From an optimization exercise on the open Yosys and OpenROAD flow, aimed at small area and a short achievable clock period; shortcuts taken in it are not production practice.
The RTL was checked by simulation tests, not by an equivalence proof against the original design.
Power figures rest on the tool's default switching activity, not on a simulated workload.

**design/flow/config.mk**
```make
export PLATFORM = sky130hd
export DESIGN_NAME = synth
export DESIGN_NICKNAME = synth
export VERILOG_FILES = /design/flow/design.v
export SDC_FILE = /design/flow/constraint.sdc
export NUM_CORES = 4
export LEC_CHECK = 0
export CAP_MARGIN = 20
export CORE_MARGIN = 2
export CORE_UTILIZATION = 40
export SETUP_SLACK_MARGIN = 5
export SLEW_MARGIN = 20
```
**design/flow/constraint.sdc**
```tcl
create_clock -name core_clock -period 9.5 [get_ports {i_Clock}]
set_input_delay 1.9000 -clock core_clock [delete_from_list [all_inputs] [get_ports {i_Clock}]]
set_output_delay 1.9000 -clock core_clock [all_outputs]
set_load 0.01 [all_outputs]
```
**design/flow/design.v**
```verilog
package synthRegPkg;
    typedef struct packed {
        logic [1:0] prefix;
        logic [5:0] paramCode;
        logic [4:0] voice;
        logic [2:0] opIndex;
    } voiceOpReg_t;
    typedef struct packed {
        logic [1:0]  prefix;
        logic [13:0] tableAddr;
    } tableReg_t;
    typedef union packed {
        voiceOpReg_t voiceOp;
        tableReg_t   tableEntry;
    } regNumber_u;
    localparam logic [1:0] PREFIX_VOICE_OP = 2'b11;
    localparam logic [1:0] PREFIX_TABLE    = 2'b10;
    localparam logic [5:0] PARAM_PHASE_STEP = 6'h00;
    localparam logic [5:0] PARAM_CARRIER    = 6'h01;
    localparam logic [5:0] PARAM_LEVEL      = 6'h02;
    localparam logic [5:0] PARAM_NOTE_ON    = 6'h10;
    localparam logic [5:0] PARAM_LED        = 6'h12;
endpackage
package synthVoicePkg;
    typedef logic [3-1:0] slot_t;
    typedef logic [15:0] phase_t;
    typedef logic signed [15:0] sample_t;
endpackage
`timescale 1ns/1ns
module spiSlave (
    input  logic                       i_Clock,
    input  logic                       i_rst,
    input  logic                       i_SpiNss,
    input  logic                       i_SpiSck,
    input  logic                       i_SpiMosi,
    input  logic                       i_SampleReady,
    input  synthVoicePkg::sample_t     i_Sample,
    output logic                       o_SpiMiso,
    output logic                       o_WriteStrobe,
    output synthRegPkg::regNumber_u    o_RegNumber,
    output logic [15:0]                o_RegValue
);
    localparam int COUNT_BITS = $clog2(32) + 1;
    logic [2:0] r_NssSync;
    logic [2:0] r_SckSync;
    logic [1:0] r_MosiSync;
    logic [32-1:0] r_RxShift;
    logic [COUNT_BITS-1:0]      r_BitCount;
    logic [15:0]                r_TxShift;
    synthVoicePkg::sample_t     r_LatestSample;
    logic w_NssFall;
    logic w_NssRise;
    logic w_SckRise;
    logic w_SckFall;
    logic w_Active;
    assign w_NssFall = r_NssSync[2] & ~r_NssSync[1];
    assign w_NssRise = ~r_NssSync[2] & r_NssSync[1];
    assign w_SckRise = ~r_SckSync[2] & r_SckSync[1];
    assign w_SckFall = r_SckSync[2] & ~r_SckSync[1];
    assign w_Active  = ~r_NssSync[1];
    assign o_SpiMiso = r_TxShift[15];
    always_ff @(posedge i_Clock) begin
        if (i_rst) begin
            r_NssSync      <= '1;
            r_SckSync      <= '0;
            r_BitCount     <= '0;
            r_TxShift      <= '0;
            r_LatestSample <= '0;
            o_WriteStrobe  <= 1'b0;
        end else begin
            o_WriteStrobe <= w_NssRise && r_BitCount == COUNT_BITS'(32);
            r_NssSync <= {r_NssSync[1:0], i_SpiNss};
            r_SckSync <= {r_SckSync[1:0], i_SpiSck};
            if (i_SampleReady) begin
                r_LatestSample <= i_Sample;
            end
            if (w_NssFall) begin
                r_BitCount   <= '0;
                r_TxShift    <= r_LatestSample;
            end else if (w_Active) begin
                if (w_SckRise && r_BitCount != '1) begin
                    r_BitCount <= r_BitCount + 1'b1;
                end
                if (w_SckFall) begin
                    r_TxShift <= {r_TxShift[14:0], 1'b0};
                end
            end
        end
    end
    always_ff @(posedge i_Clock) begin
        r_MosiSync <= {r_MosiSync[0], i_SpiMosi};
        if (w_Active && w_SckRise) begin
            r_RxShift <= {r_RxShift[32-2:0], r_MosiSync[1]};
        end
    end
    assign o_RegNumber = r_RxShift[32-1 -: 16];
    assign o_RegValue  = r_RxShift[15:0];
endmodule
`timescale 1ns/1ns
module synth (
    input  logic i_Clock,
    input  logic i_rst,
    input  logic i_SpiNss,
    input  logic i_SpiSck,
    input  logic i_SpiMosi,
    output logic o_SpiMiso,
    output logic o_Led
);
    logic                    w_Strobe;
    synthRegPkg::regNumber_u w_RegNumber;
    logic [15:0]             w_RegValue;
    logic                    r_SampleReady;
    logic signed [15:0]      w_Sample;
    spiSlave spi0 (
        .i_Clock       (i_Clock),
        .i_rst         (i_rst),
        .i_SpiNss      (i_SpiNss),
        .i_SpiSck      (i_SpiSck),
        .i_SpiMosi     (i_SpiMosi),
        .i_SampleReady (r_SampleReady),
        .i_Sample      (w_Sample),
        .o_SpiMiso     (o_SpiMiso),
        .o_WriteStrobe (w_Strobe),
        .o_RegNumber   (w_RegNumber),
        .o_RegValue    (w_RegValue)
    );
    logic       w_IsVoice;
    logic       w_IsTable;
    logic [5:0] w_Param;
    logic [2:0] w_WSlot;
    logic       w_WeStep;
    logic       w_WeNote;
    logic       w_WeCarrier;
    logic       w_WeLevel;
    logic       w_WeTable;
    assign w_IsVoice   = w_RegNumber[15:14] == 2'b11;
    assign w_IsTable   = w_RegNumber[15:14] == 2'b10;
    assign w_Param     = w_RegNumber[13:8];
    assign w_WSlot     = {w_RegNumber[0] ^ w_RegNumber[5], w_RegNumber[4:3]};
    assign w_WeStep    = w_Strobe & w_IsVoice & (w_Param == 6'h00) & ~i_rst;
    assign w_WeCarrier = w_Strobe & w_IsVoice & (w_Param == 6'h01);
    assign w_WeLevel   = w_Strobe & w_IsVoice & (w_Param == 6'h02);
    assign w_WeNote    = w_Strobe & w_IsVoice & (w_Param == 6'h10);
    assign w_WeTable   = w_Strobe & w_IsTable & ~i_rst;
    always_ff @(posedge i_Clock) begin
        if (i_rst) begin
            o_Led <= 1'b0;
        end else if (w_Strobe && w_IsVoice && w_Param == 6'h12) begin
            o_Led <= |w_RegValue[7:4];
        end
    end
    logic [2:0] r_Head;
    always_ff @(posedge i_Clock) begin
        if (i_rst) r_Head <= '0;
        else       r_Head <= r_Head + 3'd1;
    end
    logic [7:0] r_Rot;
    always_ff @(posedge i_Clock) begin
        r_Rot <= r_Rot + 8'd1;
    end
    logic [15:0] r_Step [8];
    logic [15:0] r_StepNext;
    logic [15:0] r_Q    [8];
    logic        r_Note [8];
    logic [2:0]  w_NextPSlot;
    logic [15:0] w_StepData;
    logic [15:0] w_QNew;
    logic [2:0]  w_NoteK;
    assign w_NextPSlot = r_Head + 3'd2;
    assign w_StepData  = w_RegValue + 16'h0800;
    assign w_QNew      = r_Note[0] ? r_Q[0] + r_StepNext : {r_Rot + 8'd1, 8'h00};
    assign w_NoteK     = w_WSlot - r_Head - 3'd2;
    always_ff @(posedge i_Clock) begin
        if (w_WeStep) begin
            r_Step[w_WSlot] <= w_StepData;
        end
    end
    always_ff @(posedge i_Clock) begin
        if (w_WeStep && w_WSlot == w_NextPSlot) begin
            r_StepNext <= w_StepData;
        end else begin
            r_StepNext <= r_Step[w_NextPSlot];
        end
    end
    always_ff @(posedge i_Clock) begin
        for (int k = 0; k < 7; k++) begin
            r_Q[k] <= r_Q[k+1];
        end
        r_Q[7] <= w_QNew;
    end
    always_ff @(posedge i_Clock) begin
        for (int k = 0; k < 8; k++) begin
            if (i_rst) begin
                r_Note[k] <= 1'b0;
            end else if (w_WeNote && w_NoteK == 3'(k)) begin
                r_Note[k] <= w_RegValue[0];
            end else begin
                r_Note[k] <= r_Note[(k + 1) % 8];
            end
        end
    end
    logic [15:0] r_Lo;
    logic [15:0] r_Hi;
    logic        r_NoteOn;
    always_ff @(posedge i_Clock) begin
        for (int i = 0; i < 16; i++) begin
            r_Lo[i] <= w_QNew[11:8] == 4'(i);
            r_Hi[i] <= w_QNew[15:12] == 4'(i);
        end
        if (i_rst) r_NoteOn <= 1'b0;
        else       r_NoteOn <= r_Note[0];
    end
    logic [255:0][15:0] r_Table;
    logic               r_Pend;
    logic [7:0]         r_PendPlace;
    logic [15:0]        r_PendData;
    always_ff @(posedge i_Clock) begin
        for (int i = 0; i < 256; i++) begin
            if (i % 64 == 0 && r_Pend && r_PendPlace == 8'((i + 255) % 256)) begin
                r_Table[i] <= r_PendData;
            end else begin
                r_Table[i] <= r_Table[(i + 255) % 256];
            end
        end
    end
    always_ff @(posedge i_Clock) begin
        if (w_WeTable) begin
            r_Pend      <= 1'b1;
            r_PendPlace <= w_RegNumber[7:0] + r_Rot + 8'd1;
            r_PendData  <= w_RegValue;
        end else begin
            if (r_PendPlace[5:0] == 6'h3f) begin
                r_Pend <= 1'b0;
            end
            r_PendPlace <= r_PendPlace + 8'd1;
        end
    end
    logic [15:0][15:0] w_Grp;
    logic [15:0]       w_Read;
    logic              w_Bypass;
    assign w_Grp[0] =
        (r_Table[0] & {16{r_Lo[0]}}) | (r_Table[1] & {16{r_Lo[1]}}) |
        (r_Table[2] & {16{r_Lo[2]}}) | (r_Table[3] & {16{r_Lo[3]}}) |
        (r_Table[4] & {16{r_Lo[4]}}) | (r_Table[5] & {16{r_Lo[5]}}) |
        (r_Table[6] & {16{r_Lo[6]}}) | (r_Table[7] & {16{r_Lo[7]}}) |
        (r_Table[8] & {16{r_Lo[8]}}) | (r_Table[9] & {16{r_Lo[9]}}) |
        (r_Table[10] & {16{r_Lo[10]}}) | (r_Table[11] & {16{r_Lo[11]}}) |
        (r_Table[12] & {16{r_Lo[12]}}) | (r_Table[13] & {16{r_Lo[13]}}) |
        (r_Table[14] & {16{r_Lo[14]}}) | (r_Table[15] & {16{r_Lo[15]}});
    assign w_Grp[1] =
        (r_Table[16] & {16{r_Lo[0]}}) | (r_Table[17] & {16{r_Lo[1]}}) |
        (r_Table[18] & {16{r_Lo[2]}}) | (r_Table[19] & {16{r_Lo[3]}}) |
        (r_Table[20] & {16{r_Lo[4]}}) | (r_Table[21] & {16{r_Lo[5]}}) |
        (r_Table[22] & {16{r_Lo[6]}}) | (r_Table[23] & {16{r_Lo[7]}}) |
        (r_Table[24] & {16{r_Lo[8]}}) | (r_Table[25] & {16{r_Lo[9]}}) |
        (r_Table[26] & {16{r_Lo[10]}}) | (r_Table[27] & {16{r_Lo[11]}}) |
        (r_Table[28] & {16{r_Lo[12]}}) | (r_Table[29] & {16{r_Lo[13]}}) |
        (r_Table[30] & {16{r_Lo[14]}}) | (r_Table[31] & {16{r_Lo[15]}});
    assign w_Grp[2] =
        (r_Table[32] & {16{r_Lo[0]}}) | (r_Table[33] & {16{r_Lo[1]}}) |
        (r_Table[34] & {16{r_Lo[2]}}) | (r_Table[35] & {16{r_Lo[3]}}) |
        (r_Table[36] & {16{r_Lo[4]}}) | (r_Table[37] & {16{r_Lo[5]}}) |
        (r_Table[38] & {16{r_Lo[6]}}) | (r_Table[39] & {16{r_Lo[7]}}) |
        (r_Table[40] & {16{r_Lo[8]}}) | (r_Table[41] & {16{r_Lo[9]}}) |
        (r_Table[42] & {16{r_Lo[10]}}) | (r_Table[43] & {16{r_Lo[11]}}) |
        (r_Table[44] & {16{r_Lo[12]}}) | (r_Table[45] & {16{r_Lo[13]}}) |
        (r_Table[46] & {16{r_Lo[14]}}) | (r_Table[47] & {16{r_Lo[15]}});
    assign w_Grp[3] =
        (r_Table[48] & {16{r_Lo[0]}}) | (r_Table[49] & {16{r_Lo[1]}}) |
        (r_Table[50] & {16{r_Lo[2]}}) | (r_Table[51] & {16{r_Lo[3]}}) |
        (r_Table[52] & {16{r_Lo[4]}}) | (r_Table[53] & {16{r_Lo[5]}}) |
        (r_Table[54] & {16{r_Lo[6]}}) | (r_Table[55] & {16{r_Lo[7]}}) |
        (r_Table[56] & {16{r_Lo[8]}}) | (r_Table[57] & {16{r_Lo[9]}}) |
        (r_Table[58] & {16{r_Lo[10]}}) | (r_Table[59] & {16{r_Lo[11]}}) |
        (r_Table[60] & {16{r_Lo[12]}}) | (r_Table[61] & {16{r_Lo[13]}}) |
        (r_Table[62] & {16{r_Lo[14]}}) | (r_Table[63] & {16{r_Lo[15]}});
    assign w_Grp[4] =
        (r_Table[64] & {16{r_Lo[0]}}) | (r_Table[65] & {16{r_Lo[1]}}) |
        (r_Table[66] & {16{r_Lo[2]}}) | (r_Table[67] & {16{r_Lo[3]}}) |
        (r_Table[68] & {16{r_Lo[4]}}) | (r_Table[69] & {16{r_Lo[5]}}) |
        (r_Table[70] & {16{r_Lo[6]}}) | (r_Table[71] & {16{r_Lo[7]}}) |
        (r_Table[72] & {16{r_Lo[8]}}) | (r_Table[73] & {16{r_Lo[9]}}) |
        (r_Table[74] & {16{r_Lo[10]}}) | (r_Table[75] & {16{r_Lo[11]}}) |
        (r_Table[76] & {16{r_Lo[12]}}) | (r_Table[77] & {16{r_Lo[13]}}) |
        (r_Table[78] & {16{r_Lo[14]}}) | (r_Table[79] & {16{r_Lo[15]}});
    assign w_Grp[5] =
        (r_Table[80] & {16{r_Lo[0]}}) | (r_Table[81] & {16{r_Lo[1]}}) |
        (r_Table[82] & {16{r_Lo[2]}}) | (r_Table[83] & {16{r_Lo[3]}}) |
        (r_Table[84] & {16{r_Lo[4]}}) | (r_Table[85] & {16{r_Lo[5]}}) |
        (r_Table[86] & {16{r_Lo[6]}}) | (r_Table[87] & {16{r_Lo[7]}}) |
        (r_Table[88] & {16{r_Lo[8]}}) | (r_Table[89] & {16{r_Lo[9]}}) |
        (r_Table[90] & {16{r_Lo[10]}}) | (r_Table[91] & {16{r_Lo[11]}}) |
        (r_Table[92] & {16{r_Lo[12]}}) | (r_Table[93] & {16{r_Lo[13]}}) |
        (r_Table[94] & {16{r_Lo[14]}}) | (r_Table[95] & {16{r_Lo[15]}});
    assign w_Grp[6] =
        (r_Table[96] & {16{r_Lo[0]}}) | (r_Table[97] & {16{r_Lo[1]}}) |
        (r_Table[98] & {16{r_Lo[2]}}) | (r_Table[99] & {16{r_Lo[3]}}) |
        (r_Table[100] & {16{r_Lo[4]}}) | (r_Table[101] & {16{r_Lo[5]}}) |
        (r_Table[102] & {16{r_Lo[6]}}) | (r_Table[103] & {16{r_Lo[7]}}) |
        (r_Table[104] & {16{r_Lo[8]}}) | (r_Table[105] & {16{r_Lo[9]}}) |
        (r_Table[106] & {16{r_Lo[10]}}) | (r_Table[107] & {16{r_Lo[11]}}) |
        (r_Table[108] & {16{r_Lo[12]}}) | (r_Table[109] & {16{r_Lo[13]}}) |
        (r_Table[110] & {16{r_Lo[14]}}) | (r_Table[111] & {16{r_Lo[15]}});
    assign w_Grp[7] =
        (r_Table[112] & {16{r_Lo[0]}}) | (r_Table[113] & {16{r_Lo[1]}}) |
        (r_Table[114] & {16{r_Lo[2]}}) | (r_Table[115] & {16{r_Lo[3]}}) |
        (r_Table[116] & {16{r_Lo[4]}}) | (r_Table[117] & {16{r_Lo[5]}}) |
        (r_Table[118] & {16{r_Lo[6]}}) | (r_Table[119] & {16{r_Lo[7]}}) |
        (r_Table[120] & {16{r_Lo[8]}}) | (r_Table[121] & {16{r_Lo[9]}}) |
        (r_Table[122] & {16{r_Lo[10]}}) | (r_Table[123] & {16{r_Lo[11]}}) |
        (r_Table[124] & {16{r_Lo[12]}}) | (r_Table[125] & {16{r_Lo[13]}}) |
        (r_Table[126] & {16{r_Lo[14]}}) | (r_Table[127] & {16{r_Lo[15]}});
    assign w_Grp[8] =
        (r_Table[128] & {16{r_Lo[0]}}) | (r_Table[129] & {16{r_Lo[1]}}) |
        (r_Table[130] & {16{r_Lo[2]}}) | (r_Table[131] & {16{r_Lo[3]}}) |
        (r_Table[132] & {16{r_Lo[4]}}) | (r_Table[133] & {16{r_Lo[5]}}) |
        (r_Table[134] & {16{r_Lo[6]}}) | (r_Table[135] & {16{r_Lo[7]}}) |
        (r_Table[136] & {16{r_Lo[8]}}) | (r_Table[137] & {16{r_Lo[9]}}) |
        (r_Table[138] & {16{r_Lo[10]}}) | (r_Table[139] & {16{r_Lo[11]}}) |
        (r_Table[140] & {16{r_Lo[12]}}) | (r_Table[141] & {16{r_Lo[13]}}) |
        (r_Table[142] & {16{r_Lo[14]}}) | (r_Table[143] & {16{r_Lo[15]}});
    assign w_Grp[9] =
        (r_Table[144] & {16{r_Lo[0]}}) | (r_Table[145] & {16{r_Lo[1]}}) |
        (r_Table[146] & {16{r_Lo[2]}}) | (r_Table[147] & {16{r_Lo[3]}}) |
        (r_Table[148] & {16{r_Lo[4]}}) | (r_Table[149] & {16{r_Lo[5]}}) |
        (r_Table[150] & {16{r_Lo[6]}}) | (r_Table[151] & {16{r_Lo[7]}}) |
        (r_Table[152] & {16{r_Lo[8]}}) | (r_Table[153] & {16{r_Lo[9]}}) |
        (r_Table[154] & {16{r_Lo[10]}}) | (r_Table[155] & {16{r_Lo[11]}}) |
        (r_Table[156] & {16{r_Lo[12]}}) | (r_Table[157] & {16{r_Lo[13]}}) |
        (r_Table[158] & {16{r_Lo[14]}}) | (r_Table[159] & {16{r_Lo[15]}});
    assign w_Grp[10] =
        (r_Table[160] & {16{r_Lo[0]}}) | (r_Table[161] & {16{r_Lo[1]}}) |
        (r_Table[162] & {16{r_Lo[2]}}) | (r_Table[163] & {16{r_Lo[3]}}) |
        (r_Table[164] & {16{r_Lo[4]}}) | (r_Table[165] & {16{r_Lo[5]}}) |
        (r_Table[166] & {16{r_Lo[6]}}) | (r_Table[167] & {16{r_Lo[7]}}) |
        (r_Table[168] & {16{r_Lo[8]}}) | (r_Table[169] & {16{r_Lo[9]}}) |
        (r_Table[170] & {16{r_Lo[10]}}) | (r_Table[171] & {16{r_Lo[11]}}) |
        (r_Table[172] & {16{r_Lo[12]}}) | (r_Table[173] & {16{r_Lo[13]}}) |
        (r_Table[174] & {16{r_Lo[14]}}) | (r_Table[175] & {16{r_Lo[15]}});
    assign w_Grp[11] =
        (r_Table[176] & {16{r_Lo[0]}}) | (r_Table[177] & {16{r_Lo[1]}}) |
        (r_Table[178] & {16{r_Lo[2]}}) | (r_Table[179] & {16{r_Lo[3]}}) |
        (r_Table[180] & {16{r_Lo[4]}}) | (r_Table[181] & {16{r_Lo[5]}}) |
        (r_Table[182] & {16{r_Lo[6]}}) | (r_Table[183] & {16{r_Lo[7]}}) |
        (r_Table[184] & {16{r_Lo[8]}}) | (r_Table[185] & {16{r_Lo[9]}}) |
        (r_Table[186] & {16{r_Lo[10]}}) | (r_Table[187] & {16{r_Lo[11]}}) |
        (r_Table[188] & {16{r_Lo[12]}}) | (r_Table[189] & {16{r_Lo[13]}}) |
        (r_Table[190] & {16{r_Lo[14]}}) | (r_Table[191] & {16{r_Lo[15]}});
    assign w_Grp[12] =
        (r_Table[192] & {16{r_Lo[0]}}) | (r_Table[193] & {16{r_Lo[1]}}) |
        (r_Table[194] & {16{r_Lo[2]}}) | (r_Table[195] & {16{r_Lo[3]}}) |
        (r_Table[196] & {16{r_Lo[4]}}) | (r_Table[197] & {16{r_Lo[5]}}) |
        (r_Table[198] & {16{r_Lo[6]}}) | (r_Table[199] & {16{r_Lo[7]}}) |
        (r_Table[200] & {16{r_Lo[8]}}) | (r_Table[201] & {16{r_Lo[9]}}) |
        (r_Table[202] & {16{r_Lo[10]}}) | (r_Table[203] & {16{r_Lo[11]}}) |
        (r_Table[204] & {16{r_Lo[12]}}) | (r_Table[205] & {16{r_Lo[13]}}) |
        (r_Table[206] & {16{r_Lo[14]}}) | (r_Table[207] & {16{r_Lo[15]}});
    assign w_Grp[13] =
        (r_Table[208] & {16{r_Lo[0]}}) | (r_Table[209] & {16{r_Lo[1]}}) |
        (r_Table[210] & {16{r_Lo[2]}}) | (r_Table[211] & {16{r_Lo[3]}}) |
        (r_Table[212] & {16{r_Lo[4]}}) | (r_Table[213] & {16{r_Lo[5]}}) |
        (r_Table[214] & {16{r_Lo[6]}}) | (r_Table[215] & {16{r_Lo[7]}}) |
        (r_Table[216] & {16{r_Lo[8]}}) | (r_Table[217] & {16{r_Lo[9]}}) |
        (r_Table[218] & {16{r_Lo[10]}}) | (r_Table[219] & {16{r_Lo[11]}}) |
        (r_Table[220] & {16{r_Lo[12]}}) | (r_Table[221] & {16{r_Lo[13]}}) |
        (r_Table[222] & {16{r_Lo[14]}}) | (r_Table[223] & {16{r_Lo[15]}});
    assign w_Grp[14] =
        (r_Table[224] & {16{r_Lo[0]}}) | (r_Table[225] & {16{r_Lo[1]}}) |
        (r_Table[226] & {16{r_Lo[2]}}) | (r_Table[227] & {16{r_Lo[3]}}) |
        (r_Table[228] & {16{r_Lo[4]}}) | (r_Table[229] & {16{r_Lo[5]}}) |
        (r_Table[230] & {16{r_Lo[6]}}) | (r_Table[231] & {16{r_Lo[7]}}) |
        (r_Table[232] & {16{r_Lo[8]}}) | (r_Table[233] & {16{r_Lo[9]}}) |
        (r_Table[234] & {16{r_Lo[10]}}) | (r_Table[235] & {16{r_Lo[11]}}) |
        (r_Table[236] & {16{r_Lo[12]}}) | (r_Table[237] & {16{r_Lo[13]}}) |
        (r_Table[238] & {16{r_Lo[14]}}) | (r_Table[239] & {16{r_Lo[15]}});
    assign w_Grp[15] =
        (r_Table[240] & {16{r_Lo[0]}}) | (r_Table[241] & {16{r_Lo[1]}}) |
        (r_Table[242] & {16{r_Lo[2]}}) | (r_Table[243] & {16{r_Lo[3]}}) |
        (r_Table[244] & {16{r_Lo[4]}}) | (r_Table[245] & {16{r_Lo[5]}}) |
        (r_Table[246] & {16{r_Lo[6]}}) | (r_Table[247] & {16{r_Lo[7]}}) |
        (r_Table[248] & {16{r_Lo[8]}}) | (r_Table[249] & {16{r_Lo[9]}}) |
        (r_Table[250] & {16{r_Lo[10]}}) | (r_Table[251] & {16{r_Lo[11]}}) |
        (r_Table[252] & {16{r_Lo[12]}}) | (r_Table[253] & {16{r_Lo[13]}}) |
        (r_Table[254] & {16{r_Lo[14]}}) | (r_Table[255] & {16{r_Lo[15]}});
    assign w_Read =
        (w_Grp[0] & {16{r_Hi[0]}}) |
        (w_Grp[1] & {16{r_Hi[1]}}) |
        (w_Grp[2] & {16{r_Hi[2]}}) |
        (w_Grp[3] & {16{r_Hi[3]}}) |
        (w_Grp[4] & {16{r_Hi[4]}}) |
        (w_Grp[5] & {16{r_Hi[5]}}) |
        (w_Grp[6] & {16{r_Hi[6]}}) |
        (w_Grp[7] & {16{r_Hi[7]}}) |
        (w_Grp[8] & {16{r_Hi[8]}}) |
        (w_Grp[9] & {16{r_Hi[9]}}) |
        (w_Grp[10] & {16{r_Hi[10]}}) |
        (w_Grp[11] & {16{r_Hi[11]}}) |
        (w_Grp[12] & {16{r_Hi[12]}}) |
        (w_Grp[13] & {16{r_Hi[13]}}) |
        (w_Grp[14] & {16{r_Hi[14]}}) |
        (w_Grp[15] & {16{r_Hi[15]}});
    assign w_Bypass = r_Pend & r_Lo[r_PendPlace[3:0]] & r_Hi[r_PendPlace[7:4]];
    logic signed [15:0] r_Wave;
    always_ff @(posedge i_Clock) begin
        if (!r_NoteOn) begin
            r_Wave <= '0;
        end else if (w_Bypass) begin
            r_Wave <= r_PendData;
        end else begin
            r_Wave <= w_Read;
        end
    end
    logic [7:0] r_Level   [8];
    logic       r_Carrier [8];
    logic [2:0] w_MixK;
    assign w_MixK = w_WSlot - r_Head;
    always_ff @(posedge i_Clock) begin
        for (int k = 0; k < 8; k++) begin
            if (i_rst) begin
                r_Level[k]   <= '0;
                r_Carrier[k] <= 1'b0;
            end else begin
                if (w_WeLevel && w_MixK == 3'(k)) begin
                    r_Level[k] <= w_RegValue[7:0];
                end else begin
                    r_Level[k] <= r_Level[(k + 1) % 8];
                end
                if (w_WeCarrier && w_MixK == 3'(k)) begin
                    r_Carrier[k] <= w_RegValue[0];
                end else begin
                    r_Carrier[k] <= r_Carrier[(k + 1) % 8];
                end
            end
        end
    end
    logic [7:0] r_LevelEff;
    logic [7:0] w_Level0Next;
    logic       w_Carrier0Next;
    assign w_Level0Next   = (w_WeLevel && w_MixK == 3'd0) ? w_RegValue[7:0] : r_Level[1];
    assign w_Carrier0Next = (w_WeCarrier && w_MixK == 3'd0) ? w_RegValue[0] : r_Carrier[1];
    always_ff @(posedge i_Clock) begin
        if (i_rst) begin
            r_LevelEff <= '0;
        end else begin
            r_LevelEff <= w_Carrier0Next ? w_Level0Next : 8'h00;
        end
    end
    function automatic logic [55:0] csa(input logic [27:0] a, input logic [27:0] b,
                                        input logic [27:0] c);
        logic [27:0] s;
        logic [27:0] m;
        s = a ^ b ^ c;
        m = (a & b) | (a & c) | (b & c);
        csa = {s, m[26:0], 1'b0};
    endfunction
    logic [7:0][27:0] w_Row;
    logic [27:0]      w_S1a, w_C1a, w_S1b, w_C1b;
    logic [27:0]      w_S2a, w_C2a, w_S2b, w_C2b;
    logic [27:0]      w_S3, w_C3;
    logic [27:0]      w_S4, w_C4;
    for (genvar i = 0; i < 8; i++) begin : g_row
        assign w_Row[i] = r_LevelEff[i] ? (28'($signed(r_Wave)) << i) : 28'd0;
    end
    assign {w_S1a, w_C1a} = csa(w_Row[0], w_Row[1], w_Row[2]);
    assign {w_S1b, w_C1b} = csa(w_Row[3], w_Row[4], w_Row[5]);
    assign {w_S2a, w_C2a} = csa(w_S1a, w_C1a, w_S1b);
    assign {w_S2b, w_C2b} = csa(w_C1b, w_Row[6], w_Row[7]);
    assign {w_S3, w_C3}   = csa(w_S2a, w_C2a, w_S2b);
    assign {w_S4, w_C4}   = csa(w_S3, w_C3, w_C2b);
    logic [27:0] r_ProdS;
    logic [27:0] r_ProdC;
    always_ff @(posedge i_Clock) begin
        r_ProdS <= w_S4;
        r_ProdC <= w_C4;
    end
    logic               r_RstLast;
    logic signed [19:0] r_Acc;
    logic signed [19:0] r_Final;
    logic [8:0]         w_Low;
    logic signed [19:0] w_Sum;
    logic               w_Last;
    assign w_Low  = {1'b0, r_ProdS[7:0]} + {1'b0, r_ProdC[7:0]};
    assign w_Sum  = r_Acc + r_ProdS[27:8] + r_ProdC[27:8] + 20'(w_Low[8]);
    assign w_Last = r_Head == 3'd1;
    always_ff @(posedge i_Clock) begin
        r_RstLast <= i_rst;
        if (i_rst) begin
            r_SampleReady <= 1'b0;
        end else begin
            r_SampleReady <= w_Last;
        end
        if (i_rst || r_RstLast || w_Last) begin
            r_Acc <= '0;
        end else begin
            r_Acc <= w_Sum;
        end
        if (w_Last) begin
            r_Final <= w_Sum;
        end
    end
    assign w_Sample = (r_Final > 20'sd32767)  ? 16'sh7FFF :
                      (r_Final < -20'sd32768) ? 16'sh8000 : r_Final[15:0];
endmodule
```
**design/flow/run.sh**
```bash
#!/bin/bash
# synth_recipe.tcl (not shown) runs the flow's synth.tcl, then flattens the netlist and writes it again
# the make line also repeats each setting of config.mk as NAME=value (left out here)
make -C /OpenROAD-flow-scripts/flow DESIGN_CONFIG=/design/flow/config.mk WORK_HOME=/design/flow/orfs CLKGATE_MAP_FILE= SYNTH_SCRIPT=/design/flow/synth_recipe.tcl finish
```
==> impl_metrics.env, run 1 <==
export IMPL_cp_start_kind="register"
export IMPL_clk_latency_ps=930
export IMPL_vias=77500
export IMPL_ys_async_sr_fraction_pct=0
export IMPL_dp_cells=13000
export IMPL_pin_count=7
export IMPL_place_congestion=0.827
export IMPL_post_drt_wl_per_cell_um=25.2
export IMPL_cts_setup_buffers=0
export IMPL_core_area_um2=322000
export IMPL_synthCells=9171
export IMPL_antenna_found_initial=20
export IMPL_cts_buffers=436
export IMPL_maxCapViolations=0
export IMPL_grt_total_usage_pct=20.4
export IMPL_rsz0062_at_grt="false"
export IMPL_cts_max_level=5
export IMPL_worstPathArrival_ps=4930
export IMPL_hold_viol=0
export IMPL_swShare_pct=20.0
export IMPL_synth_edff_count=196
export IMPL_path_delay_family="compound AO/OA/AOI/OAI gates"
export IMPL_cts_tree="yes"
export IMPL_synth_fp_nets=9357
export IMPL_worstSetupPathType="register to register"
export IMPL_hold_buffers=0
export IMPL_worstMarginPinSlew_ps=1050
export IMPL_initial_core_util_pct=40.3
export IMPL_firstDrtPassIters=5
export IMPL_dieHeight_um=573
export IMPL_postSynthAreaPerCell_um2=14.1
export IMPL_timing_final_crit_share_pct=43.7
export IMPL_critPathBufInv=2
export IMPL_hpwl_um=185000
export IMPL_powerDensity_nw_per_um2=252
export IMPL_synth_seq_cells=4689
export IMPL_max_stage_delay_ps=560
export IMPL_cts_root_buf="clkbuf_16"
export IMPL_grt_pass1_vias=81400
export IMPL_seqPwrFrac_pct=53.4
export IMPL_p_total_w=0.0374
export IMPL_worstSetupEndpointType="register"
export IMPL_irDropWorstVdd_mv=0.168
export IMPL_period_needed_ps=4150
export IMPL_viasPerCell=5.61
export IMPL_die_area_um2=329000
export IMPL_synthTopCellsByCount="dfxtp_1, a221oi_1, a22o_1, a22oi_1, clkbuf_1"
export IMPL_routed_wl_um=348000
export IMPL_cts_max_path_buffers=4
export IMPL_utilization_pct=46.2
export IMPL_p_clk_share_pct=46.1
export IMPL_drt_initial_drc_count=6702
export IMPL_tns_ps=0
export IMPL_yosysWarningCount=6
export IMPL_final_nets=9353
export IMPL_ant_nets=0
export IMPL_power_leakage_nw=56.4
export IMPL_finalSetupViolCount=0
export IMPL_grt_overflow_total=0
export IMPL_drive_gt1_share_pct=10.1
export IMPL_rows=208
export IMPL_combPwrFrac_pct=0.5
export IMPL_synth_ff_type="dfxtp_1"
export IMPL_cp_slowest_cell="mux4_2"
export IMPL_yosysTopAreaCellShare_pct=69.4
export IMPL_grt_pass1_wl_um=521000
export IMPL_portBuffers=6
export IMPL_required_ps=10280
export IMPL_relSlewSlack_pct=30.1
export IMPL_yosysMostFrequentCell="dfxtp_1"
export IMPL_synth_top_cell_by_area="dfxtp_1"
export IMPL_syn2layout_area_growth_pct=14.6
export IMPL_numClockSinks=4689
export IMPL_p_int_w=0.0299
export IMPL_max_freq_ghz=0.241
export IMPL_clk_pin_slew_worst_paths_ps=60
export IMPL_skew_ps=43.3
export IMPL_synthTopCellsByArea="dfxtp_1, a221oi_1, a22o_1, edfxtp_1, a22oi_1"
export IMPL_drc=0
export IMPL_crit_chain="buf_8, mux4_2, mux2i_1, inv_1, ha_1, a211oi_1, o211ai_1, a41oi_2, o21ai_1, o22ai_1, mux2i_2, a2bb2oi_1, nor2_1"
export IMPL_switchingPower_w=0.00750
export IMPL_status="no timing/DRC/antenna violations"
export IMPL_final_cells=13800
export IMPL_syn_area_um2=130000
export IMPL_hp_class="register to register"
export IMPL_cp_max_fo=32
export IMPL_grt_max_degree=108
export IMPL_ys_seq_area_share_pct=74.0
export IMPL_die_x_um=573
export IMPL_ys_types=67
export IMPL_drv_slew=0
-- state kept, by name (all words and copies together), names as in the netlist, 16 cells and up, named ones only --
name and flops:
spi0.r_TxShift 16, r_Final 20, r_Level 64, r_Lo 16, r_ProdS 19, spi0.r_LatestSample 16
r_ProdC 20, r_Table 4096, r_PendData 16, r_Step 128, r_Q 128, r_Wave 16
r_Hi 16, r_Acc 20, spi0.r_RxShift 32
-- worst paths after layout --
kind | to | slack [ps] | depth (start not counted) | from
worst max register to register | r_Hi[12] | 5350 | 13 | register
worst min register to register | r_Q[1][12] | 310 | 0 | r_Q[2][12]
worst max-delay path | r_Hi[12] | 5350 | 13 | register
worst min-delay path | r_Q[1][12] | 310 | 0 | r_Q[2][12]
-- cells in the final DEF, fill, tap and decap left out, types with 80 or more instances in the layout --
master | netlist | layout
edfxtp_1 | 196 | 196
clkbuf_8 | 0 | 88
inv_1 | 132 | 132
clkbuf_1 | 421 | 106
fa_1 | 124 | 124
mux2i_1 | 93 | 92
buf_4 | 0 | 99
dfxtp_1 | 4493 | 4460
nand4_1 | 278 | 278
a22o_1 | 801 | 801
clkbuf_16 | 0 | 445
a221oi_1 | 813 | 813
nand2_1 | 103 | 103
a22oi_1 | 520 | 520
and2_1 | 109 | 109
mux2_2 | 80 | 80
nand3_1 | 120 | 118
o21ai_0 | 130 | 130
nor2_1 | 190 | 188
-- cell type report --
class | instances | area [µm²]
multi-input combinational | 3787 | 31300
inverter | 133 | 499
clock inverter | 132 | 1510
timing repair buffer | 120 | 1110
clock buffer | 641 | 12800
antenna | 13 | 32.5
fill | 28000 | 173000
tap | 4305 | 5390
sequential | 4689 | 95900
-- routing by layer --
layer | vias up | GRT usage [%] | wire (µm)
li1 | 34300 | - | -
met5 | - | 0 | 27
met3 | 635 | 3.39 | 23800
met2 | 2932 | 33.2 | 161000
met1 | 39700 | 27.8 | 153000
met4 | 4 | 6.64 | 10200
-- power by group through the flow --
stage | clock network, W | logic (W) | registers, W
finish | 0.0173 | 0.000191 | 0.0200
global route | 0.0183 | 0.000213 | 0.0200
CTS | 0.0175 | 0.000190 | 0.0200
detailed placement | 0 | 0.000188 | 0.0204
global placement | 0 | 0.000186 | 0.0204
floorplan | 0 | 0.000176 | 0.0204
-- metrics by stage --
step           worst slack (ps)  cell area (µm²)  hold WS (ps)
2_1_floorplan              5380           130000           310
3_3_place_gp               4870           134000           310
3_5_place_dp               4990           134000           312
4_1_cts                    5080           148000           294
5_1_grt                    5060           148000           312
6_report                   5350           148000           306
-- logic make-up after synthesis --
logic type	count (synthesis)	synth area share, %
xor gates and xnor gates	58	0.392
buffers and inverters	695	2.02
and+or+nand+nor	918	3.78
DFF	4689	74.0
muxes	215	2.14
adders and majority gates	181	2.47
AOI/OAI and AO/OA	2415	15.2
-- repair_timing --
action                                  in CTS  in global routing
endpoints found under the setup margin       4                 27
pin swaps                                    0                  0
resized for setup                            1                  5
==> run 2: changes to the inputs <==
--- a/design/flow/design.v
+++ b/design/flow/design.v
@@ -159,31 +159,33 @@
         r_Rot <= r_Rot + 8'd1;
     end
     logic [15:0] r_Step [8];
-    logic [15:0] r_StepNext;
     logic [15:0] r_Q    [8];
     logic        r_Note [8];
+    logic [15:0] r_OpA;
+    logic [15:0] r_OpB;
     logic [2:0]  w_NextPSlot;
     logic [15:0] w_StepData;
+    logic [15:0] w_StepNext;
+    logic        w_Note0Next;
     logic [15:0] w_QNew;
     logic [2:0]  w_NoteK;
     assign w_NextPSlot = r_Head + 3'd2;
     assign w_StepData  = w_RegValue + 16'h0800;
-    assign w_QNew      = r_Note[0] ? r_Q[0] + r_StepNext : {r_Rot + 8'd1, 8'h00};
     assign w_NoteK     = w_WSlot - r_Head - 3'd2;
+    assign w_QNew      = r_OpA + r_OpB;
     always_ff @(posedge i_Clock) begin
         if (w_WeStep) begin
             r_Step[w_WSlot] <= w_StepData;
         end
     end
+    assign w_StepNext  = (w_WeStep && w_WSlot == w_NextPSlot) ? w_StepData : r_Step[w_NextPSlot];
+    assign w_Note0Next = ~i_rst & ((w_WeNote && w_NoteK == 3'd0) ? w_RegValue[0] : r_Note[1]);
     always_ff @(posedge i_Clock) begin
-        if (w_WeStep && w_WSlot == w_NextPSlot) begin
-            r_StepNext <= w_StepData;
-        end else begin
-            r_StepNext <= r_Step[w_NextPSlot];
-        end
+        r_OpA <= w_Note0Next ? r_Q[1] : {r_Rot + 8'd2, 8'h00};
+        r_OpB <= w_Note0Next ? w_StepNext : 16'h0000;
     end
     always_ff @(posedge i_Clock) begin
-        for (int k = 0; k < 7; k++) begin
+        for (int k = 1; k < 7; k++) begin
             r_Q[k] <= r_Q[k+1];
         end
         r_Q[7] <= w_QNew;
@@ -473,15 +475,26 @@
         r_ProdS <= w_S4;
         r_ProdC <= w_C4;
     end
-    logic               r_RstLast;
-    logic signed [19:0] r_Acc;
-    logic signed [19:0] r_Final;
-    logic [8:0]         w_Low;
-    logic signed [19:0] w_Sum;
-    logic               w_Last;
-    assign w_Low  = {1'b0, r_ProdS[7:0]} + {1'b0, r_ProdC[7:0]};
-    assign w_Sum  = r_Acc + r_ProdS[27:8] + r_ProdC[27:8] + 20'(w_Low[8]);
-    assign w_Last = r_Head == 3'd1;
+    function automatic logic [39:0] csa20(input logic [19:0] a, input logic [19:0] b,
+                                          input logic [19:0] c);
+        logic [19:0] s;
+        logic [19:0] m;
+        s = a ^ b ^ c;
+        m = (a & b) | (a & c) | (b & c);
+        csa20 = {s, m[18:0], 1'b0};
+    endfunction
+    logic        r_RstLast;
+    logic [19:0] r_AccS;
+    logic [19:0] r_AccC;
+    logic [19:0] r_FinalS;
+    logic [19:0] r_FinalC;
+    logic [8:0]  w_Low;
+    logic [19:0] w_S5, w_C5, w_S6, w_C6;
+    logic        w_Last;
+    assign w_Low          = {1'b0, r_ProdS[7:0]} + {1'b0, r_ProdC[7:0]};
+    assign {w_S5, w_C5}   = csa20(r_AccS, r_AccC, r_ProdS[27:8]);
+    assign {w_S6, w_C6}   = csa20(w_S5, {w_C5[19:1], w_Low[8]}, r_ProdC[27:8]);
+    assign w_Last         = r_Head == 3'd1;
     always_ff @(posedge i_Clock) begin
         r_RstLast <= i_rst;
         if (i_rst) begin
@@ -490,14 +503,19 @@
             r_SampleReady <= w_Last;
         end
         if (i_rst || r_RstLast || w_Last) begin
-            r_Acc <= '0;
+            r_AccS <= '0;
+            r_AccC <= '0;
         end else begin
-            r_Acc <= w_Sum;
+            r_AccS <= w_S6;
+            r_AccC <= w_C6;
         end
         if (w_Last) begin
-            r_Final <= w_Sum;
+            r_FinalS <= w_S6;
+            r_FinalC <= w_C6;
         end
     end
-    assign w_Sample = (r_Final > 20'sd32767)  ? 16'sh7FFF :
-                      (r_Final < -20'sd32768) ? 16'sh8000 : r_Final[15:0];
+    logic signed [19:0] w_Final;
+    assign w_Final  = r_FinalS + r_FinalC;
+    assign w_Sample = (w_Final > 20'sd32767)  ? 16'sh7FFF :
+                      (w_Final < -20'sd32768) ? 16'sh8000 : w_Final[15:0];
 endmodule
--- a/design/flow/config.mk
+++ b/design/flow/config.mk
@@ -8,5 +8,7 @@
 export CAP_MARGIN = 20
 export CORE_MARGIN = 2
 export CORE_UTILIZATION = 40
+export CTS_CLUSTER_DIAMETER = 80
+export CTS_CLUSTER_SIZE = 28
 export SETUP_SLACK_MARGIN = 5
 export SLEW_MARGIN = 20
==> run 2 against run 1 <==
Compared with the run above:
- critical endpoint is now r_OpA[15]
- die area rose by 1.8%
- sequential power barely moved
- worst hold slack barely moved
==> impl_metrics.env, run 2 <==
export IMPL_maxCapViolations=0
export IMPL_rows=210
export IMPL_period_needed_ps=3760
export IMPL_max_stage_delay_ps=680
export IMPL_synth_ff_type="dfxtp_1"
export IMPL_core_area_um2=328000
export IMPL_cts_setup_buffers=0
export IMPL_cts_buffers=202
export IMPL_die_area_um2=335000
export IMPL_dp_cells=13300
export IMPL_portBuffers=6
export IMPL_dieHeight_um=578
export IMPL_place_congestion=0.809
export IMPL_top_register="r_Table"
export IMPL_crit_chain="inv_1, fa_1, xnor2_2, xnor2_2, nand3_2, nand2b_1, mux2i_1, or2_1, buf_4, inv_1, o21ai_0"
export IMPL_pin_count=7
export IMPL_timing_final_crit_share_pct=39.5
export IMPL_cts_max_path_buffers=4
export IMPL_cp_start_kind="register"
export IMPL_relSlewSlack_pct=27.4
export IMPL_synthCells=9386
export IMPL_synth_top_cell_by_area="dfxtp_1"
export IMPL_worstSetupEndpointType="register"
export IMPL_viasPerCell=5.67
export IMPL_grt_overflow_total=0
export IMPL_cp_slowest_cell="dfxtp_1"
export IMPL_syn_area_um2=132000
export IMPL_max_freq_ghz=0.266
export IMPL_reg_largest_list="r_Table x4096, r_Step x128, r_Q x112"
export IMPL_hpwl_um=183000
export IMPL_grt_pass1_vias=78500
export IMPL_routed_wl_um=341000
export IMPL_worstPathArrival_ps=4500
export IMPL_post_drt_wl_per_cell_um=25.3
export IMPL_grt_pass1_wl_um=508000
export IMPL_grt_total_usage_pct=19.8
export IMPL_power_leakage_nw=52.4
export IMPL_hp_class="register to register"
export IMPL_place_area_um2=136000
export IMPL_worstMarginPinSlew_ps=1090
export IMPL_vias=76600
export IMPL_hold_viol=0
export IMPL_status="no timing/DRC/antenna violations"
export IMPL_cts_resized=0
export IMPL_skew_ps=50.4
export IMPL_hold_buffers=0
export IMPL_numClockSinks=4740
export IMPL_postSynthAreaPerCell_um2=14.1
export IMPL_final_nets=9330
export IMPL_postLayoutSetupSlackWorst_ps=5740
export IMPL_fin_area_um2=142000
export IMPL_required_ps=10250
export IMPL_drive_gt1_share_pct=5.81
export IMPL_initial_core_util_pct=40.3
export IMPL_synth_seq_cells=4740
export IMPL_die_x_um=578
export IMPL_synth_fp_nets=9591
export IMPL_firstDrtPassIters=6
export IMPL_ys_types=76
export IMPL_synthTopCellsByCount="dfxtp_1, a221oi_1, a22o_1, a22oi_1, clkbuf_1"
export IMPL_irDropWorstVdd_mv=0.148
export IMPL_ys_seq_area_share_pct=73.5
export IMPL_yosysTopAreaCellShare_pct=68.6
export IMPL_cp_max_fo=22
export IMPL_syn2layout_area_growth_pct=7.51
export IMPL_grt_max_degree=113
export IMPL_final_common_cell="dfxtp_1"
export IMPL_drv_slew=0
export IMPL_cts_root_buf="clkbuf_16"
export IMPL_drt_initial_drc_count=6916
export IMPL_final_cells=13500
export IMPL_worstSetupPathType="register to register"
export IMPL_finalSetupViolCount=0
export IMPL_cts_max_level=4
export IMPL_yosysWarningCount=6
export IMPL_powerDensity_nw_per_um2=214
export IMPL_largest_reg_flops=4096
export IMPL_clk_latency_ps=920
export IMPL_whs_ps=306
export IMPL_dp_slack_ps=5640
export IMPL_tns_ps=0
export IMPL_ys_async_sr_fraction_pct=0
export IMPL_final_cell_mix="dfxtp_1, a221oi_1, a22o_1"
export IMPL_clk_pin_slew_worst_paths_ps=100
export IMPL_rsz0062_at_grt="false"
export IMPL_synth_edff_count=215
export IMPL_yosysMostFrequentCell="dfxtp_1"
export IMPL_synthTopCellsByArea="dfxtp_1, a221oi_1, a22o_1, edfxtp_1, a22oi_1"
export IMPL_cts_tree="yes"
export IMPL_ant_nets=0
export IMPL_drc=0
export IMPL_antenna_found_initial=14
==> run 2: cell count changes after synthesis, sizes merged, moves of 16 or more <==
cell and change:
and2 +23, a22oi +41, a22o -22, o22ai +25, a211oi +31, a221oi -21, buf +24, edfxtp +19
mux4 -25, nor2 +16, fa +18, dfxtp +32, mux2i +47
==> run 2: critical path: cells and delay by family (launching register included) <==
kind / cells / cell delay [ps]
simple gates: 3 / 600
flops: 1 / 680
mux: 1 / 120
xor+xnor: 2 / 600
buf+inv: 3 / 890
fa+ha+maj: 1 / 500
compound gates: 1 / 190
==> run 2: metal layers <==
layer  vias to the layer above  GRT usage [%]  wire, µm  share of wire (%)
met1                     39400           28.0    156000                 46
met5                         -          0.227       149              0.044
met3                       485           2.95     21300                6.2
met4                         6           5.26      9110                2.7
met2                      2633           31.5    154000                 45
li1                      34100              -         -                  -
==> run 2: worst paths after layout <==
path	cells past startpoint	startpoint	slack, ps	to
worst max-delay path	11	r_Head[1]	5740	r_OpA[15]
worst min register to register	0	r_Q[6][15]	310	r_Q[5][15]
worst max register to register	11	r_Head[1]	5740	r_OpA[15]
worst min-delay path	0	r_Q[6][15]	310	r_Q[5][15]
==> run 2: cell type report <==
class / instances / area, µm²
antenna: 2 / 5.00
clock buffer: 221 / 5170
clock inverter: 22 / 322
fill: 29400 / 186000
inverter: 138 / 518
multi-input combinational: 3932 / 32300
sequential: 4740 / 97100
tap: 4346 / 5440
timing repair buffer: 111 / 1060
==> run 2: kinds of logic after synthesis <==
logic type,Yosys count,share of synthesized area [%]
xor gates and xnor gates,67,0.499
adders and majority gates,200,2.70
muxes,222,1.91
DFF,4740,73.5
AOI/OAI and AO/OA,2467,15.3
buffers and inverters,714,2.10
and+or+nand+nor,976,3.97
==> run 2: report_power, final <==
group          leakage, nW  total (W)  switching, W  internal (W)
Sequential            38.4     0.0202     0.0000847        0.0201
Combinational         11.3   0.000266      0.000155      0.000111
Clock                 2.69    0.00994       0.00598       0.00396
==> run 2: metrics by stage <==
stage / power [W] / util (%)
floorplan: 0.0208 / -
global placement: 0.0209 / 41.6
detailed placement: 0.0209 / 41.6
CTS: 0.0306 / 43.3
global route: 0.0313 / 43.3
finish: 0.0304 / 43.3
==> run 3: changes to the inputs <==
--- a/design/flow/config.mk
+++ b/design/flow/config.mk
@@ -8,7 +8,5 @@
 export CAP_MARGIN = 20
 export CORE_MARGIN = 2
 export CORE_UTILIZATION = 40
-export CTS_CLUSTER_DIAMETER = 80
-export CTS_CLUSTER_SIZE = 28
 export SETUP_SLACK_MARGIN = 5
 export SLEW_MARGIN = 20
==> run 3 against run 2 <==
Compared with the run above:
- largest power group unchanged
- cell area up 6.8%
- critical endpoint is now r_OpA[11]
- total power up 27%
- sequential power about the same
==> impl_metrics.env, run 3 <==
export IMPL_drc=0
export IMPL_syn_area_um2=132000
export IMPL_cts_setup_buffers=0
export IMPL_cts_buffers=440
export IMPL_grt_pass1_wl_um=520000
export IMPL_cts_root_buf="clkbuf_16"
export IMPL_post_drt_wl_per_cell_um=24.7
export IMPL_crit_chain="inv_1, fa_1, xnor2_2, xnor2_2, nand3_2, nand2b_1, mux2i_1, or2_1, buf_4, inv_1, o21ai_0"
export IMPL_timing_final_crit_share_pct=39.9
export IMPL_die_area_um2=335000
export IMPL_cp_slowest_cell="dfxtp_1"
export IMPL_ys_seq_area_share_pct=73.5
export IMPL_period_needed_ps=3790
export IMPL_ys_types=76
export IMPL_cts_resized=0
export IMPL_p_total_w=0.0386
export IMPL_synthTopCellsByArea="dfxtp_1, a221oi_1, a22o_1, edfxtp_1, a22oi_1"
export IMPL_relSlewSlack_pct=27.4
export IMPL_irDropWorstVdd_mv=0.182
export IMPL_worstPathArrival_ps=4540
export IMPL_clk_pin_slew_worst_paths_ps=60
export IMPL_whs_ps=302
export IMPL_viasPerCell=5.59
export IMPL_power_leakage_nw=57.3
export IMPL_synth_edff_count=215
export IMPL_firstDrtPassIters=6
export IMPL_clk_latency_ps=920
export IMPL_synth_top_cell_by_area="dfxtp_1"
export IMPL_dieHeight_um=578
export IMPL_drt_initial_drc_count=6700
export IMPL_cts_max_path_buffers=4
export IMPL_syn2layout_area_growth_pct=14.8
export IMPL_pin_count=7
export IMPL_postSynthAreaPerCell_um2=14.1
export IMPL_max_freq_ghz=0.264
export IMPL_largest_reg_flops=4096
export IMPL_drive_gt1_share_pct=10.7
export IMPL_synth_ff_type="dfxtp_1"
export IMPL_drv_slew=0
export IMPL_final_nets=9568
export IMPL_top_register="r_Table"
export IMPL_worstSetupPathType="register to register"
export IMPL_initial_core_util_pct=40.3
export IMPL_hold_viol=0
export IMPL_required_ps=10250
export IMPL_portBuffers=6
export IMPL_status="no timing/DRC/antenna violations"
export IMPL_yosysWarningCount=6
export IMPL_grt_max_degree=113
export IMPL_core_area_um2=328000
export IMPL_skew_ps=44.2
export IMPL_reg_largest_list="r_Table x4096, r_Step x128, r_Q x112"
export IMPL_antenna_found_initial=13
export IMPL_die_x_um=578
export IMPL_yosysTopAreaCellShare_pct=68.6
export IMPL_numClockSinks=4740
export IMPL_ys_async_sr_fraction_pct=0
export IMPL_hp_class="register to register"
export IMPL_cts_max_level=5
export IMPL_cts_tree="yes"
export IMPL_rr_worst_depth=11
export IMPL_grt_total_usage_pct=20.2
export IMPL_worstMarginPinSlew_ps=1090
export IMPL_grt_overflow_total=0
export IMPL_final_common_cell="dfxtp_1"
export IMPL_vias=78700
export IMPL_cp_start_kind="register"
export IMPL_rsz0062_at_grt="false"
export IMPL_powerDensity_nw_per_um2=254
export IMPL_hold_depth=0
export IMPL_finalSetupViolCount=0
export IMPL_yosysMostFrequentCell="dfxtp_1"
export IMPL_maxCapViolations=0
export IMPL_routed_wl_um=348000
export IMPL_synthTopCellsByCount="dfxtp_1, a221oi_1, a22o_1, a22oi_1, clkbuf_1"
export IMPL_dp_cells=13300
export IMPL_place_congestion=0.809
export IMPL_final_cells=14100
export IMPL_synth_seq_cells=4740
export IMPL_hold_buffers=0
export IMPL_grt_pass1_vias=81300
export IMPL_synth_fp_nets=9591
export IMPL_cp_max_fo=22
export IMPL_ant_nets=0
export IMPL_rows=210
export IMPL_worstSetupEndpointType="register"
export IMPL_tns_ps=0
export IMPL_max_stage_delay_ps=670
export IMPL_hpwl_um=183000
export IMPL_final_cell_mix="dfxtp_1, a221oi_1, a22o_1"
export IMPL_synthCells=9386
==> run 3: cell count changes in the layout (fill, tap and decap cells not counted), sizes merged <==
cell	previous run	this run
clkinvlp	0	13
clkbuf	221	619
inv	152	161
bufinv	0	42
clkinv	8	104
diode	2	6
==> run 3: worst paths after layout <==
kind              slack, ps        from         end
setup / recovery       5710   r_Head[1]   r_OpA[11]
hold / removal          300  r_Q[5][11]  r_Q[4][11]
setup reg to reg       5710   r_Head[1]   r_OpA[11]
hold reg to reg         300  r_Q[5][11]  r_Q[4][11]
==> run 3: through the flow <==
step	worst slack [ps]	area, µm²	utilization [%]
after floorplan	5720	132000	-
after global placement	5730	136000	41.6
after detailed placement	5640	136000	41.6
after CTS	5710	152000	46.2
after global routing	5450	152000	46.2
final	5710	152000	46.2
==> run 3: layout make-up <==
| type | instances | area (µm²) |
|---|---|---|
| timing repair buffer | 111 | 1060 |
| antenna | 6 | 15.0 |
| fill | 28500 | 176000 |
| sequential | 4740 | 97100 |
| multi-input combinational | 3932 | 32300 |
| clock inverter | 182 | 2260 |
| inverter | 138 | 518 |
| tap | 4346 | 5440 |
| clock buffer | 619 | 12900 |
==> run 3: cell families after synthesis <==
family | Yosys count | share of synthesized area (%)
AOI/OAI and AO/OA | 2467 | 15.3
xor gates and xnor gates | 67 | 0.499
adders and majority gates | 200 | 2.70
buffers and inverters | 714 | 2.10
DFF | 4740 | 73.5
muxes | 222 | 1.91
and+or+nand+nor | 976 | 3.97
==> run 3: critical path, delay by kind of cell, from the launching register on <==
family | cells | cell delay (ps)
buffers and inverters | 3 | 900
DFF | 1 | 670
xor gates and xnor gates | 2 | 610
and+or+nand+nor | 3 | 600
adders and majority gates | 1 | 500
AOI/OAI and AO/OA | 1 | 220
muxes | 1 | 120
==> run 3: power breakdown <==
group	switching [W]	internal (W)
clock network	0.00750	0.0106
registers	0.0000855	0.0201
logic	0.000155	0.000111
==> run 3: per-layer routing <==
| layer | vias up | global-route usage (%) | share of wire [%] |
|---|---|---|---|
| li1 | 35000 | - | - |
| met1 | 40100 | 28.3 | 45 |
| met2 | 2958 | 32.1 | 45 |
| met3 | 649 | 2.88 | 6.3 |
| met4 | 0 | 6.49 | 2.9 |
| met5 | - | 0 | 0 |
==> run 4: changes to the inputs <==
==> design/flow/flow/run.sh (new file) <==
#!/bin/bash
set -euo pipefail
cd "$(dirname "$0")/.."
bash standard.sh SETUP_SLACK_MARGIN=6.2 \
  "BUFFER_PORTS_ARGS=-buffer_cell sky130_fd_sc_hd__buf_4" finish > flow_make.log 2>&1
==> design/flow/standard.sh (new file) <==
#!/bin/bash
# synth_recipe.tcl (not shown) runs the flow's synth.tcl, then flattens the netlist and writes it again
# the make line also repeats each setting of config.mk as NAME=value (left out here)
make -C /OpenROAD-flow-scripts/flow DESIGN_CONFIG=/design/flow/config.mk WORK_HOME=/design/flow/orfs CLKGATE_MAP_FILE= SYNTH_SCRIPT=/design/flow/synth_recipe.tcl "${@:-finish}"
--- a/design/flow/config.mk
+++ b/design/flow/config.mk
@@ -8,5 +8,7 @@
 export CAP_MARGIN = 20
 export CORE_MARGIN = 2
 export CORE_UTILIZATION = 40
+export CTS_CLUSTER_DIAMETER = 80
+export CTS_CLUSTER_SIZE = 28
 export SETUP_SLACK_MARGIN = 5
 export SLEW_MARGIN = 20
removed: design/flow/run.sh
==> run 4 against run 3 <==
Compared with the run above:
- sequential cell count stayed put
- die area unchanged
- sequential power is essentially flat
- fmax is 14% higher
- routed wire length rose by 0.12%
- clock skew rose by 42 ps
- critical path depth decreased by 1
==> impl_metrics.env, run 4 <==
export IMPL_synthTopCellsByCount="dfxtp_1, a221oi_1, a22o_1, a22oi_1, clkbuf_1"
export IMPL_clk_latency_ps=950
export IMPL_hp_start="r_Table[2462]"
export IMPL_worstMarginPinSlew_ps=1070
export IMPL_synthTopCellsByArea="dfxtp_1, a221oi_1, a22o_1, edfxtp_1, a22oi_1"
export IMPL_antenna_found_initial=15
export IMPL_cp_max_fo=81
export IMPL_max_freq_ghz=0.300
export IMPL_hp_class="register to register"
export IMPL_fin_area_um2=143000
export IMPL_skew_ps=86.0
export IMPL_cts_root_buf="clkbuf_16"
export IMPL_status="no timing/DRC/antenna violations"
export IMPL_worstSetupPathType="register to register"
export IMPL_hold_buffers=0
export IMPL_final_cell_mix="dfxtp_1, a221oi_1, a22o_1"
export IMPL_whs_endpoint="r_Table[2478]"
export IMPL_r2r_start="r_Lo[12]"
export IMPL_final_common_cell="dfxtp_1"
export IMPL_numClockSinks=4740
export IMPL_power_leakage_nw=52.7
export IMPL_ys_seq_area_share_pct=73.5
export IMPL_firstDrtPassIters=6
export IMPL_ant_nets=0
export IMPL_finalSetupViolCount=0
export IMPL_clk_pin_slew_worst_paths_ps=110
export IMPL_pin_count=7
export IMPL_rsz0062_at_grt="true"
export IMPL_yosysWarningCount=6
export IMPL_place_area_um2=136000
export IMPL_rows=210
export IMPL_maxCapViolations=0
export IMPL_postSynthAreaPerCell_um2=14.1
export IMPL_grt_pass1_wl_um=513000
export IMPL_synth_seq_cells=4740
export IMPL_synth_ff_type="dfxtp_1"
export IMPL_routed_wl_um=348000
export IMPL_tns_ps=0
export IMPL_drt_initial_drc_count=7378
export IMPL_ys_types=76
export IMPL_final_nets=9345
export IMPL_syn_area_um2=132000
export IMPL_hold_viol=0
export IMPL_die_area_um2=335000
export IMPL_p_total_w=0.0305
export IMPL_synth_edff_count=215
export IMPL_syn2layout_area_growth_pct=7.99
export IMPL_die_x_um=578
export IMPL_timing_final_crit_share_pct=35.1
export IMPL_period_needed_ps=3330
export IMPL_cp_start_kind="register"
export IMPL_grt_total_usage_pct=20.0
export IMPL_portBuffers=6
export IMPL_largest_reg_flops=4096
export IMPL_reg_largest_list="r_Table x4096, r_Step x128, r_Q x112"
export IMPL_top_register="r_Table"
export IMPL_cts_tree="yes"
export IMPL_cts_max_level=4
export IMPL_yosysMostFrequentCell="dfxtp_1"
export IMPL_synth_top_cell_by_area="dfxtp_1"
export IMPL_grt_pass1_vias=78600
export IMPL_drive_gt1_share_pct=6.31
export IMPL_drv_slew=0
export IMPL_worstPathArrival_ps=4150
export IMPL_place_congestion=0.807
export IMPL_synth_fp_nets=9591
export IMPL_rr_worst_depth=10
export IMPL_core_area_um2=328000
export IMPL_irDropWorstVdd_mv=0.156
export IMPL_powerDensity_nw_per_um2=214
export IMPL_hpwl_um=184000
export IMPL_initial_core_util_pct=40.3
export IMPL_worstSetupEndpointType="register"
export IMPL_cts_max_path_buffers=4
export IMPL_cts_buffers=200
export IMPL_rr_endpoint="r_Wave[4]"
export IMPL_relSlewSlack_pct=28.8
export IMPL_drc=0
export IMPL_required_ps=10320
export IMPL_dieHeight_um=578
export IMPL_vias=76900
export IMPL_hold_depth=0
export IMPL_viasPerCell=5.68
export IMPL_grt_max_degree=116
export IMPL_yosysTopAreaCellShare_pct=68.6
export IMPL_ys_async_sr_fraction_pct=0
export IMPL_grt_overflow_total=0
export IMPL_synthCells=9386
export IMPL_rrSetupSlack_ps=6170
export IMPL_post_drt_wl_per_cell_um=25.7
==> run 4: changes by cell type in the layout (fill, tap and decap cells not counted), sizes merged, moves of 5 or more <==
cell and delta:
clkinvlp -7, clkdlybuf4s50 -5, bufinv -42, diode +11, clkinv -99, clkbuf -398, buf +17
==> run 4: critical path, stage by stage, from the launching register on <==
cell and delay, ps:
dfxtp_4 520, buf_12 280, buf_4 530, a22o_1 310, a221oi_1 200, nand4_1 140
a22o_1 230, a221oi_2 290, nand4_1 160, nand4b_1 220, o211a_1 150
==> run 4: cells by family (layout without fill, tap and decap cells) <==
group	count (synthesis)	after routing	share of synthesized area, %
xor gates and xnor gates	67	67	0.499
buffers and inverters	714	516	2.10
other	0	17	0
DFF	4740	4740	73.5
muxes	222	222	1.91
and+or+nand+nor	976	977	3.97
AOI/OAI and AO/OA	2467	2467	15.3
adders and majority gates	200	200	2.70
==> run 4: area by class of cell <==
| cell class | instances | area [µm²] |
|---|---|---|
| Antenna cell | 17 | 42.5 |
| Tap cell | 4346 | 5440 |
| Inverter | 138 | 522 |
| Sequential cell | 4740 | 97100 |
| Clock buffer | 219 | 5180 |
| Timing Repair inverter | 1 | 7.51 |
| Clock inverter | 32 | 449 |
| Multi-Input combinational cell | 3933 | 32300 |
| Fill cell | 29200 | 185000 |
| Timing Repair Buffer | 126 | 1410 |
==> run 4: routing by layer <==
metal,GRT usage [%],routed length [µm]
met3,3.20,23300
met1,27.0,152000
met4,7.28,12200
met5,0,27
met2,32.5,161000
==> run 4: metrics by stage <==
stage	utilization [%]	instances	hold WS (ps)	worst slack [ps]
3_3_place_gp	41.6	13300	310	5310
5_1_grt	43.5	13500	312	6100
3_5_place_dp	41.6	13300	312	5270
4_1_cts	43.4	13500	300	6160
6_report	43.5	13600	299	6170
2_1_floorplan	-	9386	310	5720
==> run 4: report_power, final <==
| group | leakage [nW] | internal (W) | switching (W) |
|---|---|---|---|
| Clock | 2.75 | 0.00401 | 0.00608 |
| Combinational | 11.5 | 0.000118 | 0.000168 |
| Sequential | 38.4 | 0.0201 | 0.0000865 |
==> run 4: worst max-delay path by stage <==
stage	cells past startpoint	startpoint	to	slack, ps
floorplan	3	i_rst	r_Step[1][0]	5720
global placement	6	i_rst	r_PendPlace[7]	5310
detailed placement	6	i_rst	r_PendPlace[7]	5270
CTS	1	o_Led	o_Led	6160
global route	9	r_Lo[12]	r_Wave[4]	6100
finish	10	r_Lo[12]	r_Wave[4]	6170
==> run 4: timing repair <==
action,in CTS,in global routing
gates resized for setup,38,25
buffers inserted,0,10
cloned,2,3
pin swaps,0,4
endpoints found under the setup margin,70,61
endpoints found under the hold margin,0,0

==> what the ideal ports hide <==
The flow's constraints put no driver on any port. The routed layouts listed below were extracted and timed again, unchanged, in two steps.
Step 1: set_driving_cell puts a clkbuf_16 on i_Clock and a buf_2 on each other input, an assumption about the parent block.
Step 2 adds t to the input delays and takes it off the output delays; t is the mean of the earliest and latest rising clock arrival at the registers after step 1. Input paths then give back, and output paths get back, about the clock's delay inside the block.
Three values: ideal ports, drivers, drivers and shift; two values: the first two.
| run | t (ns) | setup WS [ns] | hold WS [ns] |
|---|---|---|---|
| run 1 | 1.003 | 5.346 / 5.346 / 5.346 | 0.306 / 0.306 / 0.306 |
| run 2 | 1.003 | 5.744 / 5.684 / 5.668 | 0.306 / 0.306 / 0.306 |
| run 3 | 1.006 | 5.713 / 5.710 / 5.644 | 0.302 / 0.302 / 0.302 |
| run 4 | 1.002 | 6.168 / 6.137 / 5.385 | 0.299 / 0.299 / 0.299 |
After both steps setup and hold are still met in every run listed. The setup slack of run 4, which loses most, moves by -0.031 ns with the drivers and by -0.783 ns with both steps.
